This design comes from an exercise in tuning for a short achievable clock period and few clock cycles on the open sky130 flow, not from production work. Function was checked by simulation only, so behaviour that the tests miss may differ from the original. No activity file was given, so power comes from the tool's default toggle rates.

==> inputs of v33 <==
==> flow/design.v (excerpt) <==
module lc4_top (
   input  logic        gwe,
   input  logic        i_reset,
   input  logic [15:0] i_cur_insn,
   input  logic [15:0] i_cur_dmem_data,
   output logic [15:0] o_cur_pc,
   output logic [15:0] o_dmem_addr,
   output logic        o_dmem_we,
   output logic [15:0] o_dmem_wdata,
   output logic        o_trace_valid,
   output logic [15:0] o_trace_pc,
   output logic [15:0] o_trace_insn,
   output logic        o_trace_regfile_we,
   output logic [2:0]  o_trace_wsel,
   output logic [15:0] o_trace_wdata,
   output logic        o_trace_nzp_we,
   output logic [2:0]  o_trace_nzp_bits,
   output logic        o_trace_dmem_we,
   output logic [15:0] o_trace_dmem_addr,
   output logic [15:0] o_trace_dmem_data
);
Settings: LEC_CHECK=0, ABC_CLOCK_PERIOD_IN_PS=2000, CAP_MARGIN=20, CORE_MARGIN=2, CORE_UTILIZATION=60, CTS_CLUSTER_DIAMETER=100, CTS_CLUSTER_SIZE=20, PLACE_DENSITY=0.72, SLEW_MARGIN=20; clock period 8.0 ns.
standard.sh (not shown) runs the stock make flow with config.mk's settings and CLKGATE_MAP_FILE= SYNTH_SCRIPT=/design/flow/synth_recipe.tcl, a recipe that flattens the netlist after the stock synthesis.
==> flow/flow/run.sh <==
#!/bin/bash
set -euo pipefail
bash standard.sh SETUP_SLACK_MARGIN=5.6 finish > standard_flow.log 2>&1
==> inputs of v26, as changes to v33 <==
--- a/flow/design.v
+++ b/flow/design.v
@@ -74,43 +74,37 @@
    assign o_imm_sel  = ((f_arith | f_logic) & immf) | f_ldr | f_str | f_const;
    assign o_imm      = f_const          ? {{7{i_insn[8]}}, i_insn[8:0]} :
                        (f_ldr | f_str)  ? {{10{i_insn[5]}}, i_insn[5:0]} :
                                           {{11{i_insn[4]}}, i_insn[4:0]};
 endmodule
 `timescale 1ns/1ps
 module lc4_regfile (
    input  logic        gwe,
-   input  logic        i_clear,
+   input  logic        i_reset,
    input  logic [2:0]  i_rs_sel,
-   input  logic [2:0]  i_rt0_sel,       
-   input  logic [2:0]  i_rt1_sel,       
+   input  logic [2:0]  i_rt_sel,
    input  logic [2:0]  i_rd_sel,
    input  logic        i_rd_we,
    input  logic [15:0] i_wdata,
-   output logic [15:0] o_rs_q,
-   output logic [15:0] o_rt0_q,
-   output logic [15:0] o_rt1_q
+   output logic [15:0] o_rs_data,
+   output logic [15:0] o_rt_data
 );
    logic [7:0][15:0] regs;               
    always_ff @(posedge gwe) begin
-      if (i_clear) begin
-         regs    <= '0;
-         o_rs_q  <= '0;
-         o_rt0_q <= '0;
-         o_rt1_q <= '0;
-      end else begin
-         if (i_rd_we) begin
-            regs[i_rd_sel] <= i_wdata;
+      if (i_reset) begin
+         for (int i = 0; i < 8; i++) begin
+            regs[i] <= '0;
          end
-         o_rs_q  <= regs[i_rs_sel];
-         o_rt0_q <= regs[i_rt0_sel];
-         o_rt1_q <= regs[i_rt1_sel];
+      end else if (i_rd_we) begin
+         regs[i_rd_sel] <= i_wdata;
       end
    end
+   assign o_rs_data = (i_rd_we && (i_rd_sel == i_rs_sel)) ? i_wdata : regs[i_rs_sel];
+   assign o_rt_data = (i_rd_we && (i_rd_sel == i_rt_sel)) ? i_wdata : regs[i_rt_sel];
 endmodule
 `timescale 1ns/1ps
 module lc4_add16 (
    input  logic [15:0] i_a,
    input  logic [15:0] i_b,
    input  logic        i_cin,
    output logic [15:0] o_sum
 );
@@ -144,27 +138,24 @@
    input  logic        i_sub,
    input  logic        i_e1,            
    input  logic        i_e2p,           
    input  logic        i_e2n,           
    input  logic        i_e3,            
    input  logic        i_e4p,           
    input  logic        i_e1m,           
    input  logic        i_e3m,
-   input  logic        i_ea1,           
-   input  logic        i_ea3,
    input  logic        i_la_m,          
    input  logic        i_lb_m,          
    input  logic        i_op_and,
    input  logic        i_op_not,
    input  logic        i_op_or,
    input  logic        i_op_xor,
    input  logic        i_op_const,
-   output logic [15:0] o_addr,          
-   output logic [15:0] o_port_addr,     
+   output logic [15:0] o_addr,
    output logic [15:0] o_result
 );
    logic [15:0] s1, s2p, s2n, s3;
    logic [15:0] la, lb, lres;
    lc4_add16 u_add1  (.i_a(i_res_m), .i_b(i_b),       .i_cin(i_sub), .o_sum(s1));
    lc4_add16 u_add2p (.i_a(i_a),     .i_b(i_res_m),   .i_cin(1'b0),  .o_sum(s2p));
    lc4_add16 u_add2n (.i_a(i_a),     .i_b(~i_res_m),  .i_cin(1'b1),  .o_sum(s2n));
    lc4_add16 u_add3  (.i_a(i_a),     .i_b(i_b),       .i_cin(i_sub), .o_sum(s3));
@@ -176,18 +167,17 @@
                | ({16{i_op_not}}   & ~la)
                | ({16{i_op_const}} & i_b);
    assign o_result = ({16{i_e1}}  & s1)
                    | ({16{i_e2p}} & s2p)
                    | ({16{i_e2n}} & s2n)
                    | ({16{i_e3}}  & s3)
                    | ({16{i_e4p}} & {i_res_m[14:0], 1'b0})
                    | lres;
-   assign o_addr      = ({16{i_e1m}} & s1) | ({16{i_e3m}} & s3);
-   assign o_port_addr = ({16{i_ea1}} & s1) | ({16{i_ea3}} & s3);
+   assign o_addr = ({16{i_e1m}} & s1) | ({16{i_e3m}} & s3);
 endmodule
 `timescale 1ns/1ps
 module lc4_mul_s1 (
    input  logic [15:0] i_a,
    input  logic [15:0] i_b,
    output logic [80:0] o_cs
 );
    logic c2;
@@ -727,51 +717,43 @@
    output logic        o_trace_nzp_we,
    output logic [2:0]  o_trace_nzp_bits,
    output logic        o_trace_dmem_we,
    output logic [15:0] o_trace_dmem_addr,
    output logic [15:0] o_trace_dmem_data
 );
    localparam int CSW = 81;              
    logic [15:0] pc;
-   logic [15:0] pc_port;                 
    logic        stall, stall_nx;
    logic [2:0]  f_rd, f_rs, f_rt;
    logic        f_rs_re, f_rt_re, f_sd_re, f_we;
    logic        f_ld, f_st, f_mul;
    logic        f_add, f_sub, f_and, f_not, f_or, f_xor, f_const;
    logic        f_imm_sel;
    logic [15:0] f_imm;
    logic        d_valid;
    logic [15:0] d_insn;
    logic [2:0]  dec_rd, dec_rs, dec_rt;
    logic        dec_rs_re, dec_rt_re, dec_sd_re, dec_we;
    logic        dec_ld, dec_st, dec_mul;
    logic        dec_add, dec_sub, dec_and, dec_not, dec_or, dec_xor, dec_const;
    logic        dec_imm_sel;
    logic [15:0] dec_imm;
-   logic [15:0] rf_rs, rf_rt;            
+   logic [15:0] rf_rs, rf_rt;
    logic        rf_clear;
-   logic [2:0]  rd_rs, rd_rt0, rd_rt1;    
-   logic [15:0] rf_rt0, rf_rt1;
-   logic        h4_rs, h4_rt, h5_rs, h5_rt;
-   logic        hs2, hs3, hs4, hs5, hsr, ht2, ht3, ht4, ht5, htr;
-   logic [7:0]  r5_oh;                   
-   logic [15:0] r5_val;                  
    logic        h1_rs, h1_rt, h2_rs, h2_rt, h3_rs, h3_rt;
    logic        f_hit_d, f_hit_x, d_hit_x;
    logic [15:0] rs_val, rt_val, nxt_w, nxt_t;
    logic        x_valid;
    logic [15:0] x_insn;
    logic [2:0]  x_rd;
    logic        x_we, x_ld, x_st, x_mul;
    logic        x_sub, x_and, x_not, x_or, x_xor, x_const;
    logic [15:0] xa_q, xb_q, xs_q, xma_q, xmb_q;
-   logic        e1, e2p, e2n, e3, e4p, e1m, e3m, la_m, lb_m, ea1, ea3;
-   logic [15:0] x_port_addr, m_addr_port, m_wdata_port;
+   logic        e1, e2p, e2n, e3, e4p, e1m, e3m, la_m, lb_m;
    logic        s_m, ma_m, mb_m;
    logic [15:0] x_s, x_ma, x_mb;
    logic [15:0] x_addr, x_result;
    logic [CSW-1:0] x_cs;
    logic        dec_adder, dec_logic, a_m, b_m;
    logic        m_valid;
    logic [15:0] m_insn;
    logic [2:0]  m_rd;
@@ -813,27 +795,24 @@
       .o_op_and   (f_and),
       .o_op_not   (f_not),
       .o_op_or    (f_or),
       .o_op_xor   (f_xor),
       .o_op_const (f_const),
       .o_imm_sel  (f_imm_sel),
       .o_imm      (f_imm)
    );
-   assign f_hit_d = (f_rs_re & (i_cur_insn[8:6] == dec_rd)) | (f_rt_re & (i_cur_insn[2:0] == dec_rd)) |
-                    (f_sd_re & (i_cur_insn[11:9] == dec_rd));
-   assign f_hit_x = (f_rs_re & (i_cur_insn[8:6] == x_rd)) | (f_rt_re & (i_cur_insn[2:0] == x_rd)) |
-                    (f_sd_re & (i_cur_insn[11:9] == x_rd));
+   assign f_hit_d = (f_rs_re & (f_rs == dec_rd)) | ((f_rt_re | f_sd_re) & (f_rt == dec_rd));
+   assign f_hit_x = (f_rs_re & (f_rs == x_rd)) | ((f_rt_re | f_sd_re) & (f_rt == x_rd));
    assign d_hit_x = (dec_rs_re & (dec_rs == x_rd)) | ((dec_rt_re | dec_sd_re) & (dec_rt == x_rd));
    assign stall_nx = stall ? (x_mul & d_hit_x)
                            : (((dec_ld | dec_mul) & f_hit_d) | (x_mul & f_hit_x));
    always_ff @(posedge gwe) begin
       if (i_reset) begin
          pc        <= RESET_PC;
-         pc_port   <= RESET_PC;
          stall     <= 1'b0;
          d_valid   <= 1'b0;
          dec_rs_re <= 1'b0;
          dec_rt_re <= 1'b0;
          dec_sd_re <= 1'b0;
          dec_we    <= 1'b0;
          dec_ld    <= 1'b0;
          dec_st    <= 1'b0;
@@ -841,18 +820,17 @@
          dec_add   <= 1'b0;
          dec_sub   <= 1'b0;
          dec_and   <= 1'b0;
          dec_not   <= 1'b0;
          dec_or    <= 1'b0;
          dec_xor   <= 1'b0;
          dec_const <= 1'b0;
       end else begin
-         stall   <= stall_nx;
-         pc_port <= stall ? pc : pc + 16'd1;
+         stall <= stall_nx;
          if (!stall) begin
             pc        <= pc + 16'd1;
             d_valid   <= 1'b1;
             dec_rs_re <= f_rs_re;
             dec_rt_re <= f_rt_re;
             dec_sd_re <= f_sd_re;
             dec_we    <= f_we;
             dec_ld    <= f_ld;
@@ -873,63 +851,41 @@
          d_insn      <= i_cur_insn;
          dec_rd      <= f_rd;
          dec_rs      <= f_rs;
          dec_rt      <= f_rt;
          dec_imm_sel <= f_imm_sel;
          dec_imm     <= f_imm;
       end
    end
-   assign o_cur_pc = pc_port;
+   assign o_cur_pc = pc;
    always_ff @(posedge gwe) begin
       rf_clear <= i_reset;
    end
-   assign rd_rs  = stall ? d_insn[8:6]  : i_cur_insn[8:6];
-   assign rd_rt0 = stall ? d_insn[2:0]  : i_cur_insn[2:0];
-   assign rd_rt1 = stall ? d_insn[11:9] : i_cur_insn[11:9];
    lc4_regfile u_regfile (
       .gwe       (gwe),
-      .i_clear   (rf_clear),
-      .i_rs_sel  (rd_rs),
-      .i_rt0_sel (rd_rt0),
-      .i_rt1_sel (rd_rt1),
+      .i_reset   (rf_clear),
+      .i_rs_sel  (dec_rs),
+      .i_rt_sel  (dec_rt),
       .i_rd_sel  (t_rd),
       .i_rd_we   (t_we),
       .i_wdata   (res_t),
-      .o_rs_q    (rf_rs),
-      .o_rt0_q   (rf_rt0),
-      .o_rt1_q   (rf_rt1)
+      .o_rs_data (rf_rs),
+      .o_rt_data (rf_rt)
    );
-   assign rf_rt = dec_st ? rf_rt1 : rf_rt0;
    assign h1_rs = x_we && (x_rd == dec_rs);
    assign h1_rt = x_we && (x_rd == dec_rt);
    assign h2_rs = m_we && (m_rd == dec_rs);
    assign h2_rt = m_we && (m_rd == dec_rt);
    assign h3_rs = w_we && (w_rd == dec_rs);
    assign h3_rt = w_we && (w_rd == dec_rt);
-   assign h4_rs = t_we && (t_rd == dec_rs);
-   assign h4_rt = t_we && (t_rd == dec_rt);
-   assign h5_rs = r5_oh[dec_rs];
-   assign h5_rt = r5_oh[dec_rt];
-   assign hs2 = h2_rs;
-   assign hs3 = ~h2_rs & h3_rs;
-   assign hs4 = ~h2_rs & ~h3_rs & h4_rs;
-   assign hs5 = ~h2_rs & ~h3_rs & ~h4_rs & h5_rs;
-   assign hsr = ~h2_rs & ~h3_rs & ~h4_rs & ~h5_rs;
-   assign ht2 = h2_rt;
-   assign ht3 = ~h2_rt & h3_rt;
-   assign ht4 = ~h2_rt & ~h3_rt & h4_rt;
-   assign ht5 = ~h2_rt & ~h3_rt & ~h4_rt & h5_rt;
-   assign htr = ~h2_rt & ~h3_rt & ~h4_rt & ~h5_rt;
    assign nxt_w = m_ld ? i_cur_dmem_data : res_m;
    assign nxt_t = w_mul ? w_product : res_w;
-   assign rs_val = ({16{hs2}} & nxt_w) | ({16{hs3}} & nxt_t) | ({16{hs4}} & res_t) |
-                   ({16{hs5}} & r5_val) | ({16{hsr}} & rf_rs);
-   assign rt_val = ({16{ht2}} & nxt_w) | ({16{ht3}} & nxt_t) | ({16{ht4}} & res_t) |
-                   ({16{ht5}} & r5_val) | ({16{htr}} & rf_rt);
+   assign rs_val = h2_rs ? nxt_w : h3_rs ? nxt_t : rf_rs;
+   assign rt_val = h2_rt ? nxt_w : h3_rt ? nxt_t : rf_rt;
    assign dec_adder = dec_add | dec_sub;
    assign dec_logic = dec_and | dec_or | dec_xor | dec_not;
    assign a_m       = h1_rs;                     
    assign b_m       = dec_rt_re & h1_rt;
    always_ff @(posedge gwe) begin
       if (i_reset || stall) begin
          x_valid <= 1'b0;
          x_we    <= 1'b0;
@@ -944,18 +900,16 @@
          x_const <= 1'b0;
          e1      <= 1'b0;
          e2p     <= 1'b0;
          e2n     <= 1'b0;
          e3      <= 1'b0;
          e4p     <= 1'b0;
          e1m     <= 1'b0;
          e3m     <= 1'b0;
-         ea1     <= 1'b0;
-         ea3     <= 1'b0;
          la_m    <= 1'b0;
          lb_m    <= 1'b0;
          s_m     <= 1'b0;
          ma_m    <= 1'b0;
          mb_m    <= 1'b0;
       end else begin
          x_valid <= d_valid;
          x_we    <= dec_we;
@@ -970,18 +924,16 @@
          x_const <= dec_const;
          e1      <= dec_adder & a_m & ~b_m;
          e2p     <= dec_adder & ~a_m & b_m & ~dec_sub;
          e2n     <= dec_adder & ~a_m & b_m & dec_sub;
          e3      <= dec_adder & ~a_m & ~b_m;
          e4p     <= dec_adder & a_m & b_m & ~dec_sub;
          e1m     <= (dec_ld | dec_st) & a_m;
          e3m     <= (dec_ld | dec_st) & ~a_m;
-         ea1     <= a_m;
-         ea3     <= ~a_m;
          la_m    <= dec_logic & a_m;
          lb_m    <= dec_logic & b_m;
          s_m     <= dec_sd_re & h1_rt;
          ma_m    <= dec_mul & h1_rs;
          mb_m    <= dec_mul & h1_rt;
       end
    end
    always_ff @(posedge gwe) begin
@@ -1000,27 +952,24 @@
       .i_sub      (x_sub),
       .i_e1       (e1),
       .i_e2p      (e2p),
       .i_e2n      (e2n),
       .i_e3       (e3),
       .i_e4p      (e4p),
       .i_e1m      (e1m),
       .i_e3m      (e3m),
-      .i_ea1      (ea1),
-      .i_ea3      (ea3),
       .i_la_m     (la_m),
       .i_lb_m     (lb_m),
       .i_op_and   (x_and),
       .i_op_not   (x_not),
       .i_op_or    (x_or),
       .i_op_xor   (x_xor),
       .i_op_const (x_const),
       .o_addr     (x_addr),
-      .o_port_addr(x_port_addr),
       .o_result   (x_result)
    );
    assign x_s  = s_m ? res_m : xs_q;
    assign x_ma = ({16{ma_m}} & res_m) | xma_q;
    assign x_mb = ({16{mb_m}} & res_m) | xmb_q;
    lc4_mul_s1 u_mul_s1 (
       .i_a  (x_ma),
       .i_b  (x_mb),
@@ -1039,24 +988,22 @@
          m_ld    <= x_ld;
          m_st    <= x_st;
          m_mul   <= x_mul;
       end
       m_insn  <= x_insn;
       m_rd    <= x_rd;
       res_m   <= x_result;
       m_addr  <= x_addr;
-      m_addr_port  <= x_port_addr;
-      m_wdata_port <= x_s;
       m_wdata <= x_st ? x_s : '0;
       m_cs    <= x_cs;
    end
-   assign o_dmem_addr  = m_addr_port;
+   assign o_dmem_addr  = m_addr;
    assign o_dmem_we    = m_st;
-   assign o_dmem_wdata = m_wdata_port;
+   assign o_dmem_wdata = m_wdata;
    lc4_mul_s2 u_mul_s2 (
       .i_cs   (m_cs),
       .o_row0 (m_row0),
       .o_row1 (m_row1)
    );
    always_ff @(posedge gwe) begin
       if (i_reset) begin
          w_valid <= 1'b0;
@@ -1114,24 +1061,16 @@
       u_rwe   <= t_we;
       u_wsel  <= t_we ? t_rd : '0;
       u_wdata <= t_we ? res_t : '0;
       u_nzp   <= t_we ? lc4_pkg::nzp_of(res_t) : '0;
       u_dwe   <= t_st;
       u_daddr <= t_daddr;
       u_ddata <= t_ddata;
    end
-   always_ff @(posedge gwe) begin
-      if (i_reset) begin
-         r5_oh <= '0;
-      end else begin
-         r5_oh <= t_we ? (8'd1 << t_rd) : 8'd0;
-      end
-      r5_val <= res_t;
-   end
    assign o_trace_valid      = u_valid;
    assign o_trace_pc         = u_pc;
    assign o_trace_insn       = u_insn;
    assign o_trace_regfile_we = u_rwe;
    assign o_trace_wsel       = u_wsel;
    assign o_trace_wdata      = u_wdata;
    assign o_trace_nzp_we     = u_rwe;
    assign o_trace_nzp_bits   = u_nzp;
==> flow/flow/run.sh (replaced) <==
#!/bin/bash
set -euo pipefail
bash standard.sh SETUP_SLACK_MARGIN=5.4 finish > standard_flow.log 2>&1
==> summary of the runs <==
Of v33 and v26, v33 has the higher wire length (gap 21%, measured against v26).
In v26 the total power is smaller than in v33, by about 19%.
Worst setup slack: v33 is worse than v26 (0.072 ns).
Count of clock-buffer cells in the layout: v26 is lower than v33 (11).
Testbench counts of v33, summed over its fixed seeds: cycles 12,766.
Testbench counts of v26, summed over its fixed seeds: cycles 12,766.

-- re-timing with driven ports --
The results above use ideal ports. As a check the final layouts listed here were re-extracted and re-timed, cells and wires unchanged. Step 1, drivers: a clkbuf_16 drives gwe and a buf_2 each remaining input, both assumed. Step 2 times the ports against the registers' clock, not the clock port: input delays grow and output delays shrink by t, the midpoint of the rising clock arrivals with the driver on. Slacks: ideal ports / drivers / drivers and shift; pairs: ideal ports / drivers.
| run | t, ns | setup slack, ns | worst hold slack (ns) | clock arrival spread, ns | slew at the worst register clock pin (ns) |
|---|---|---|---|---|---|
| v33 | 0.703 | 5.194 / 5.177 / 4.635 | 0.321 / 0.321 / 0.321 | 0.039 / 0.039 | 0.09 / 0.09 |
| v26 | 0.672 | 5.266 / 5.212 / 4.708 | 0.323 / 0.323 / 0.323 | 0.034 / 0.034 | 0.09 / 0.09 |
After both steps every run listed still meets setup and hold. The setup slack of v33, which loses most, moves by -0.017 ns with the drivers and by -0.559 ns with both steps.
